Context: an optimization exercise on an open-source flow, tuned for small area and few clock cycles per item. The choices shown serve that exercise and are no tape-out recipe. At most, simulation tests tie the RTL to the original design; equivalence was not proved.

north:
==> flow/design.v (excerpt) <==
module stereo_voice_volume_pan_law (
  input  logic        clk_i,
  input  logic        rst_ni,
  input  logic        in_valid_i,
  output logic        in_ready_o,
  input  logic [6:0]  in_voice_level_i,
  input  logic [6:0]  in_cmd_volume_i,
  input  logic [6:0]  in_cmd_pan_i,
  input  logic [6:0]  in_tone_volume_i,
  input  logic [6:0]  in_tone_pan_i,
  input  logic [6:0]  in_program_volume_i,
  output logic        out_valid_o,
  input  logic        out_ready_i,
  output logic [13:0] out_left_level_o,
  output logic [13:0] out_right_level_o,
  input  logic        cfg_we_i,
  input  logic [1:0]  cfg_idx_i,
  input  logic [6:0]  cfg_data_i
);
Size in the first run: ~86 I/O pins, ~62000 sq um of cells after synthesis.
==> flow/config.mk <==
export PLATFORM = sky130hd
export DESIGN_NAME = stereo_voice_volume_pan_law
export DESIGN_NICKNAME = stereo_voice_volume_pan_law
export VERILOG_FILES = /design/flow/design.v
export SDC_FILE = /design/flow/constraint.sdc
export NUM_CORES = 4
export LEC_CHECK = 0
export CAP_MARGIN = 20
export CORE_MARGIN = 2
export CORE_UTILIZATION = 40
export CTS_BUF_LIST = sky130_fd_sc_hd__clkbuf_8
export CTS_CLUSTER_DIAMETER = 60
export CTS_CLUSTER_SIZE = 12
export SLEW_MARGIN = 20
export SYNTH_HIERARCHICAL = 1
export SYNTH_MINIMUM_KEEP_SIZE = 0
==> flow/constraint.sdc <==
create_clock -name core_clock -period 7.0 [get_ports {clk_i}]
set_input_delay 1.4000 -clock core_clock [delete_from_list [all_inputs] [get_ports {clk_i}]]
set_output_delay 1.4000 -clock core_clock [all_outputs]
set_load 0.01 [all_outputs]
standard.sh (not shown) runs the stock make flow with config.mk's settings and CLKGATE_MAP_FILE= SYNTH_SCRIPT=/design/flow/synth_recipe.tcl, a recipe that flattens the netlist after the stock synthesis.
==> flow/flow/run.sh <==
#!/bin/bash
# The standard layout (standard.sh, all steps) with two settings of its own:
#  - each port gets a sky130_fd_sc_hd__buf_1 as its buffer (the standard flow
#    picks a larger delay buffer);
#  - clock tree synthesis uses clkbuf_8 leaf clusters of at most 12 sinks and
#    inserts no dummy loads.
# standard.sh's full output goes to standard.log in this folder.
set -euo pipefail
export BUFFER_PORTS_ARGS="-buffer_cell sky130_fd_sc_hd__buf_1"
export CTS_ARGS="-sink_clustering_enable -repair_clock_nets -dont_use_dummy_load -buf_list sky130_fd_sc_hd__clkbuf_8 -sink_clustering_size 12 -sink_clustering_max_diameter 60"
bash standard.sh finish > standard.log 2>&1
Input-level comparison between south and north:
diff --git a/flow/design.v b/flow/design.v
--- a/flow/design.v
+++ b/flow/design.v
@@ -169,25 +169,25 @@
   logic t241, t242, t243, t244, t245, t246, t247, t248, t249, t250, t251, t252, t253, t254, t255, t256;
   logic t257, t258, t259, t260, t261, t262, t263, t264, t265, t266, t267, t268, t269, t270, t271, t272;
   logic t273, t274, t275, t276, t277, t278, t279, t280, t281, t282, t283, t284, t285, t286, t287, t288;
   logic t289, t290, t291, t292, t293, t294, t295, t296, t297, t298, t299, t300, t301, t302, t303, t304;
   logic t305, t306, t307, t308, t309, t310, t311, t312, t313, t314, t315, t316, t317, t318, t319, t320;
   logic t321, t322, t323, t324, t325, t326, t327, t328, t329, t330, t331, t332, t333, t334, t335, t336;
   logic t337, t338, t339, t340, t341, t342, t343, t344, t345, t346, t347, t348, t349, t350, t351, t352;
   logic t353, t354, t355, t356, t357, t358, t359, t360, t361, t362, t363, t364, t365, t366, t367, t368;
   logic t369, t370, t371, t372, t373, t374, t375, t376, t377, t378, t379, t380, t381, t382, t383, t384;
   logic t385, t386, t387, t388, t389, t390, t391, t392, t393, t394, t395, t396, t397, t398, t399, t400;
   logic t401, t402, t403, t404, t405, t406, t407, t408, t409, t410, t411, t412, t413, t414, t415, t416;
   logic t417, t418, t419, t420, t421, t422, t423, t424, t425, t426, t427, t428, t429, t430, t431, t432;
-  logic t433, t434, t435, t436, t437;
+  logic t433, t434, t435, t436, t437, t438, t439;
   assign t1 = ~(a[0] & b[0]);
   assign t2 = ~(a[1] & b[0]);
   assign t3 = ~((a[2] & b[0]) | (a[0] & b[2]));
   assign t4 = ~(a[0] & b[3]);
   assign t5 = ~((a[3] & b[0]) | (a[1] & b[2]));
   assign t6 = ~(a[0] & b[4]);
   assign t7 = ~(a[1] & b[3]);
   assign t8 = ~((a[4] & b[0]) | (a[2] & b[2]));
   assign t9 = ~(a[0] & b[5]);
   assign t10 = ~(a[1] & b[4]);
   assign t11 = ~(a[2] & b[3]);
   assign t12 = ~((a[5] & b[0]) | (a[3] & b[2]));
@@ -490,28 +490,30 @@
   svv_fa u_t423 (.a(t380), .b(t381), .c(t162), .s(t423), .co(t424));
   svv_fa u_t425 (.a(t382), .b(t383), .c(t165), .s(t425), .co(t426));
   svv_fa u_t427 (.a(t384), .b(t166), .c(t167), .s(t427), .co(t428));
   assign t429 = t4 | t5;
   svv_maj u_t430 (.a(t385), .b(t8), .c(t429), .y(t430));
   svv_maj u_t431 (.a(t386), .b(t387), .c(t430), .y(t431));
   svv_maj u_t432 (.a(t388), .b(t389), .c(t431), .y(t432));
   svv_maj u_t433 (.a(t390), .b(t391), .c(t432), .y(t433));
   svv_maj u_t434 (.a(t392), .b(t393), .c(t433), .y(t434));
   svv_maj u_t435 (.a(t394), .b(t395), .c(t434), .y(t435));
   svv_maj u_t436 (.a(t396), .b(t397), .c(t435), .y(t436));
   svv_maj u_t437 (.a(t398), .b(t399), .c(t436), .y(t437));
-  wire [15:0] ra = {1'b1, t428, t426, t424, t422, t420, t418, t416, t414, t412, t410, t408, t406, t404, t402, t400};
-  wire [15:0] rb = {1'b1, t168, t427, t425, t423, t421, t419, t417, t415, t413, t411, t409, t407, t405, t403, t401};
-  wire [15:0] sh = ~(ra + rb + {15'd0, t437});
-  assign y = {sh[15], sh[14], sh[13], sh[12], sh[11], sh[10], sh[9], sh[8], sh[7], sh[6], sh[5], sh[4], sh[3], sh[2]};
+  svv_maj u_t438 (.a(t400), .b(t401), .c(t437), .y(t438));
+  svv_maj u_t439 (.a(t402), .b(t403), .c(t438), .y(t439));
+  wire [13:0] ra = {1'b1, t428, t426, t424, t422, t420, t418, t416, t414, t412, t410, t408, t406, t404};
+  wire [13:0] rb = {1'b1, t168, t427, t425, t423, t421, t419, t417, t415, t413, t411, t409, t407, t405};
+  wire [13:0] sh = ~(ra + rb + {13'd0, t439});
+  assign y = {sh[13], sh[12], sh[11], sh[10], sh[9], sh[8], sh[7], sh[6], sh[5], sh[4], sh[3], sh[2], sh[1], sh[0]};
 endmodule
 module svv_mul_x (input logic [13:0] a, input logic [13:0] b, output logic [13:0] y);
   logic t1, t2, t3, t4, t5, t6, t7, t8, t9, t10, t11, t12, t13, t14, t15, t16;
   logic t17, t18, t19, t20, t21, t22, t23, t24, t25, t26, t27, t28, t29, t30, t31, t32;
   logic t33, t34, t35, t36, t37, t38, t39, t40, t41, t42, t43, t44, t45, t46, t47, t48;
   logic t49, t50, t51, t52, t53, t54, t55, t56, t57, t58, t59, t60, t61, t62, t63, t64;
   logic t65, t66, t67, t68, t69, t70, t71, t72, t73, t74, t75, t76, t77, t78, t79, t80;
   logic t81, t82, t83, t84, t85, t86, t87, t88, t89, t90, t91, t92, t93, t94, t95, t96;
   logic t97, t98, t99, t100, t101, t102, t103, t104, t105, t106, t107, t108, t109, t110, t111, t112;
   logic t113, t114, t115, t116, t117, t118, t119, t120, t121, t122, t123, t124, t125, t126, t127, t128;
   logic t129, t130, t131, t132, t133, t134, t135, t136, t137, t138, t139, t140, t141, t142, t143, t144;
   logic t145, t146, t147, t148, t149, t150, t151, t152, t153, t154, t155, t156, t157, t158, t159, t160;
==> run notes <==
The run with more setup slack is north; south has less.
south reports its source of the critical timing path as r_q4[0] while north reports vc_q1[2].
Diff north -> south | length of routed met3 wiring | increase of 1.5%
Diff north..south | first-pass GRT wire length | negligible
Delta (south minus north): slew of the pin with the lowest slew margin decreased by 0.22 ns relative to the old numbers; placed cell area decreased by 0.43% relative to the old numbers; half-perimeter wire length after detailed placement increased by 1200 um relative to the old numbers.
Testbench counts of south, summed over its fixed seeds: cycles 9,672, items 9,600.
Only the layout flow was run in north; the RTL was not checked for function there.

## static timing again, ports no longer ideal
The results above use ideal ports. As a check the final layouts listed here were re-extracted and re-timed, cells and wires unchanged.
Step 1 sets driving cells, clkbuf_16 on the clock port and buf_2 on the other inputs (assumed; they add their load-dependent delay and slew).
Step 2, shift: input delay + t, output delay - t, t = (earliest + latest rising clock arrival at the registers) / 2. This alone moves slack from input paths to output paths.
a / b / c = ideal ports / drivers / drivers and shift; a / b = the first two.
run | t (ns) | setup slack, ns | worst setup path at the end | pins driven straight from the clock port
north | 0.764 | 0.842 / 0.842 / 0.453 | input to register | 1
south | 0.785 | 0.227 / 0.227 / 0.227 | register to register | 1
After both steps every run listed still meets setup and hold. For north, which loses most, drivers alone change the setup slack by 0.000 ns; drivers and shift together by -0.389 ns.
